Background: an optimization exercise with open tools, aiming at small area, a short achievable clock period and few clock cycles. Do not read the settings as production practice.
The RTL was checked by simulation tests, not by an equivalence proof against the original design.
Power and IR drop assume default switching activity.

== maple ==
==> flow/design.v <==
package tetris_pkg;
    localparam int BOARD_W = 10;
    localparam int BOARD_H = 20;
    typedef logic [3:0] col_t;
    typedef logic [4:0] row_t;
    localparam col_t LAST_COL = col_t'(BOARD_W - 1);
    localparam row_t LAST_ROW = row_t'(BOARD_H - 1);
    localparam logic [23:0] RGB_BORDER     = 24'h808080;
    localparam logic [23:0] RGB_BACKGROUND = 24'h000000;
    function automatic logic [23:0] palette(input logic [2:0] c);
        logic [23:0] rgb;
        case (c)
            3'd0:     rgb = 24'h202020;
            3'd1:     rgb = 24'h00FFFF;
            3'd2:     rgb = 24'hFFFF00;
            3'd3:     rgb = 24'hA000F0;
            3'd4:     rgb = 24'h00F000;
            3'd5:     rgb = 24'hF00000;
            3'd6:     rgb = 24'h0000F0;
            3'd7:     rgb = 24'hF0A000;
            default: rgb = RGB_BACKGROUND;
        endcase
        palette = rgb;
    endfunction
endpackage
module board_bulk_fsm
(
    input  logic clk,
    input  logic reset,
    input  logic i_clr_req,
    input  logic i_shift_req,
    input  logic [4:0] i_shift_row,
    output logic o_busy,
    output logic o_op_done,
    output logic o_wr_ready,
    output logic o_clr_go,
    output logic o_shift_go
);
    logic r_op_done;
    always_comb begin
        o_clr_go   = i_clr_req;
        o_shift_go = !i_clr_req && i_shift_req && (i_shift_row <= tetris_pkg::LAST_ROW);
    end
    always_ff @(posedge clk) begin
        if (reset)
            r_op_done <= 1'b0;
        else
            r_op_done <= o_clr_go || o_shift_go;
    end
    assign o_busy     = 1'b0;
    assign o_wr_ready = 1'b1;
    assign o_op_done  = r_op_done;
endmodule
module tetris_board_renderer
(
    input  logic       CLOCK_50,
    input  logic       reset,
    input  logic [9:0] i_x,
    input  logic [8:0] i_y,
    output logic [7:0] o_r,
    output logic [7:0] o_g,
    output logic [7:0] o_b,
    input  logic       bus_wr_valid,
    output logic       bus_wr_ready,
    input  logic [3:0] bus_wr_col,
    input  logic [4:0] bus_wr_row,
    input  logic [2:0] bus_wr_color,
    input  logic       bus_clr_req,
    input  logic       bus_shift_req,
    input  logic [4:0] bus_shift_row,
    output logic       bus_busy,
    output logic       bus_op_done
);
    localparam int H = tetris_pkg::BOARD_H;
    localparam int W = tetris_pkg::BOARD_W;
    logic w_clr_go, w_shift_go;
    board_bulk_fsm u_bulk_fsm (
        .clk         (CLOCK_50),
        .reset       (reset),
        .i_clr_req   (bus_clr_req),
        .i_shift_req (bus_shift_req),
        .i_shift_row (bus_shift_row),
        .o_busy      (bus_busy),
        .o_op_done   (bus_op_done),
        .o_wr_ready  (bus_wr_ready),
        .o_clr_go    (w_clr_go),
        .o_shift_go  (w_shift_go)
    );
    logic         w_wipe;
    logic [H-1:0] w_sh, w_wdec, w_whit;
    logic [W-1:0] w_chit;
    logic [2:0]   w_color;
    always_comb begin
        w_wipe  = reset || w_clr_go;
        w_color = w_wipe ? 3'd0 : bus_wr_color;
        for (int c = 0; c < W; c++)
            w_chit[c] = w_wipe || (bus_wr_valid && (bus_wr_col == 4'(c)));
        for (int r = 0; r < H; r++) begin
            w_sh[r]   = !reset && w_shift_go && (5'(r) <= bus_shift_row);
            w_wdec[r] = w_wipe || (bus_wr_valid && (bus_wr_row == 5'(r)));
        end
        for (int r = 0; r < H; r++)
            w_whit[r] = (r > 0 && w_sh[r]) ? w_wdec[(r > 0) ? r - 1 : 0]
                                           : (w_wdec[r] && !w_sh[r]);
    end
    logic         r_p_wipe, r_p_wr, r_p_shift;
    logic [4:0]   r_p_wrow, r_p_srow;
    logic [3:0]   r_p_wcol;
    logic [2:0]   r_p_color;
    always_ff @(posedge CLOCK_50) begin
        r_p_wipe  <= w_wipe;
        r_p_wr    <= bus_wr_valid;
        r_p_shift <= !reset && w_shift_go;
        r_p_wrow  <= bus_wr_row;
        r_p_srow  <= bus_shift_row;
        r_p_wcol  <= bus_wr_col;
        r_p_color <= w_color;
    end
    logic [H-1:0] r_p_sh, r_p_wdec, w_p_whit;
    logic [W-1:0] r_p_chit;
    always_comb begin
        for (int c = 0; c < W; c++)
            r_p_chit[c] = r_p_wipe || (r_p_wr && (r_p_wcol == 4'(c)));
        for (int r = 0; r < H; r++) begin
            r_p_sh[r]   = r_p_shift && (5'(r) <= r_p_srow);
            r_p_wdec[r] = r_p_wipe || (r_p_wr && (r_p_wrow == 5'(r)));
        end
        for (int r = 0; r < H; r++)
            w_p_whit[r] = (r > 0 && r_p_sh[r]) ? r_p_wdec[(r > 0) ? r - 1 : 0]
                                               : (r_p_wdec[r] && !r_p_sh[r]);
    end
    logic [2:0] r_cells [H][W];
    always_ff @(posedge CLOCK_50) begin
        for (int r = 0; r < H; r++)
            for (int c = 0; c < W; c++) begin
                if (w_p_whit[r] && r_p_chit[c])
                    r_cells[r][c] <= r_p_color;
                else if (r_p_sh[r])
                    r_cells[r][c] <= (r > 0) ? r_cells[(r > 0) ? r - 1 : 0][c] : 3'd0;
            end
    end
    logic [H:0]   w_ydec;           
    logic [W-1:0] w_xdec;
    logic [H:0]   w_therm;          
    logic         w_in_board, w_in_box, w_fwd;
    always_comb begin
        for (int k = 0; k <= H; k++) begin
            w_ydec[k]  = (k < H) && (i_y[8:2] == 7'(k + 5));
            w_therm[k] = (5'(k) <= bus_shift_row);
        end
        for (int c = 0; c < W; c++)
            w_xdec[c] = (i_x[9:2] == 8'(c + 15));
        w_in_board = (i_x >= 10'd60) && (i_x <= 10'd99) && (i_y >= 9'd20) && (i_y <= 9'd99);
        w_in_box   = (i_x >= 10'd58) && (i_x <= 10'd101) && (i_y >= 9'd18) && (i_y <= 9'd101);
        w_fwd      = |(w_ydec[H-1:0] & w_whit) && |(w_xdec & w_chit);
    end
    logic         r_s1_in_board, r_s1_in_frame;
    logic [H-1:0] r_s1_row;
    logic [W-1:0] r_s1_col;
    logic         r_s1_fwd;
    logic [2:0]   r_s1_fwd_color;
    always_ff @(posedge CLOCK_50) begin
        r_s1_in_board <= w_in_board;
        r_s1_in_frame <= w_in_box && !w_in_board;
        for (int r = 0; r < H; r++)
            r_s1_row[r] <= (w_ydec[r + 1] && w_shift_go && w_therm[r + 1]) ||
                           (w_ydec[r] && !(w_shift_go && w_therm[r]));
        r_s1_col       <= w_xdec;
        r_s1_fwd       <= w_fwd;
        r_s1_fwd_color <= w_color;
    end
    logic [2:0] w_cell;
    always_comb begin
        logic [H-1:0] t_r;
        logic [W-1:0] t_c;
        logic [2:0]   rd;
        for (int b = 0; b < 3; b++) begin
            for (int c = 0; c < W; c++) begin
                for (int r = 0; r < H; r++)
                    t_r[r] = r_cells[r][c][b] && r_s1_row[r];
                t_c[c] = |t_r && r_s1_col[c];
            end
            rd[b] = |t_c;
        end
        w_cell = r_s1_fwd ? r_s1_fwd_color : rd;
    end
    logic [23:0] w_rgb;
    logic [3:0]  r_red, r_grn, r_blu;
    always_comb begin
        if (r_s1_in_board)
            w_rgb = tetris_pkg::palette(w_cell);
        else if (r_s1_in_frame)
            w_rgb = tetris_pkg::RGB_BORDER;
        else
            w_rgb = tetris_pkg::RGB_BACKGROUND;
    end
    always_ff @(posedge CLOCK_50) begin
        r_red <= {w_rgb[23], w_rgb[22], w_rgb[21], w_rgb[19]};
        r_grn <= {w_rgb[15], w_rgb[14], w_rgb[13], w_rgb[11]};
        r_blu <= {w_rgb[7],  w_rgb[6],  w_rgb[5],  w_rgb[3]};
    end
    assign o_r = {r_red[3], r_red[2], r_red[1], r_red[2], {4{r_red[0]}}};
    assign o_g = {r_grn[3], r_grn[2], r_grn[1], r_grn[2], {4{r_grn[0]}}};
    assign o_b = {r_blu[3], r_blu[2], r_blu[1], r_blu[2], {4{r_blu[0]}}};
endmodule
==> flow/config.mk <==
export PLATFORM = sky130hd
export DESIGN_NAME = tetris_board_renderer
export DESIGN_NICKNAME = tetris_board_renderer
export VERILOG_FILES = /design/flow/design.v
export SDC_FILE = /design/flow/constraint.sdc
export NUM_CORES = 4
export LEC_CHECK = 0
export ABC_AREA = 1
export CAP_MARGIN = 20
export CORE_MARGIN = 2
export CORE_UTILIZATION = 40
export SETUP_SLACK_MARGIN = 3.3
export SLEW_MARGIN = 20
==> flow/constraint.sdc <==
create_clock -name core_clock -period 5.5 [get_ports {CLOCK_50}]
set_input_delay 1.1000 -clock core_clock [delete_from_list [all_inputs] [get_ports {CLOCK_50}]]
set_output_delay 1.1000 -clock core_clock [all_outputs]
set_load 0.01 [all_outputs]
run.sh (not shown) runs the stock make flow with config.mk's settings and CLKGATE_MAP_FILE= SYNTH_SCRIPT=/design/flow/synth_recipe.tcl, a recipe that flattens the netlist after the stock synthesis.
maple was carried through to the last stage, and its layout satisfied the timing, DRC and antenna checks.
Testbench counts of maple, summed over its fixed seeds: cycles 11,597.
Edits applied to the flow inputs when going from maple to pine:
-- flow/design.v --
<<< maple, line 104
                                           : (w_wdec[r] && !w_sh[r]);
    end
    logic         r_p_wipe, r_p_wr, r_p_shift;
    logic [4:0]   r_p_wrow, r_p_srow;
    logic [3:0]   r_p_wcol;
    logic [2:0]   r_p_color;
    always_ff @(posedge CLOCK_50) begin
        r_p_wipe  <= w_wipe;
        r_p_wr    <= bus_wr_valid;
        r_p_shift <= !reset && w_shift_go;
        r_p_wrow  <= bus_wr_row;
        r_p_srow  <= bus_shift_row;
        r_p_wcol  <= bus_wr_col;
        r_p_color <= w_color;
    end
    logic [H-1:0] r_p_sh, r_p_wdec, w_p_whit;
    logic [W-1:0] r_p_chit;
    always_comb begin
        for (int c = 0; c < W; c++)
            r_p_chit[c] = r_p_wipe || (r_p_wr && (r_p_wcol == 4'(c)));
        for (int r = 0; r < H; r++) begin
            r_p_sh[r]   = r_p_shift && (5'(r) <= r_p_srow);
            r_p_wdec[r] = r_p_wipe || (r_p_wr && (r_p_wrow == 5'(r)));
        end
        for (int r = 0; r < H; r++)
            w_p_whit[r] = (r > 0 && r_p_sh[r]) ? r_p_wdec[(r > 0) ? r - 1 : 0]
>>> pine, line 104
                                           : (w_wdec[r] && !w_sh[r]);
    end
    logic [H-1:0] r_p_sh, r_p_wdec, w_p_whit;
    logic [W-1:0] r_p_chit;
    logic [2:0]   r_p_color;
    always_ff @(posedge CLOCK_50) begin
        r_p_sh    <= w_sh;
        r_p_wdec  <= w_wdec;
        r_p_chit  <= w_chit;
        r_p_color <= w_color;
    end
    always_comb begin
        for (int r = 0; r < H; r++)
            w_p_whit[r] = (r > 0 && r_p_sh[r]) ? r_p_wdec[(r > 0) ? r - 1 : 0]
==> run summary <==
- pine: flow completed, timing, DRC and antenna clean
- pine reports a lower multi-input combinational cell area than maple does.
- Looking at post-CTS resize count across pine and maple, the one that comes out lower is pine.
- Compared with maple, in pine die area went up; initial antenna violation count higher.
- Summary — height of the chip, pine relative to maple: higher, by about 0.4%.
- Delta(part of the power in the clock network, pine - maple) < 0
- pine vs. maple: effective utilization at floorplan down 0.24 points; power up 0.61%; met3 usage down 0.18 points.
- Comparing layout overhead on the synthesized area for pine and maple, the smaller number came from pine.
- On cell count: pine sits below maple.
Testbench counts of pine, summed over its fixed seeds: cycles 11,597.

what the ideal ports hide:
The results above use ideal ports. As a check the final layouts listed here were re-extracted and re-timed, cells and wires unchanged.
Step 1, drivers: a clkbuf_16 drives CLOCK_50 and a buf_2 each remaining input, both assumed.
Step 2, shift: input delay + t, output delay - t, t = (earliest + latest rising clock arrival at the registers) / 2. This alone moves slack from input paths to output paths.
Slacks: ideal / step 1 / step 2; pairs: ideal / step 1.
| run | t (ns) | slack for setup (ns) | clock arrival spread, ns | worst data-port slew with drivers (ns) |
|---|---|---|---|---|
| maple | 0.688 | 3.014 / 3.014 / 2.661 | 0.020 / 0.020 | 0.06 |
| pine | 0.694 | 3.106 / 3.101 / 2.673 | 0.026 / 0.026 | 0.03 |
After both steps setup and hold are still met in every run listed. The setup slack of pine, which loses most, moves by -0.005 ns with the drivers and by -0.433 ns with both steps.
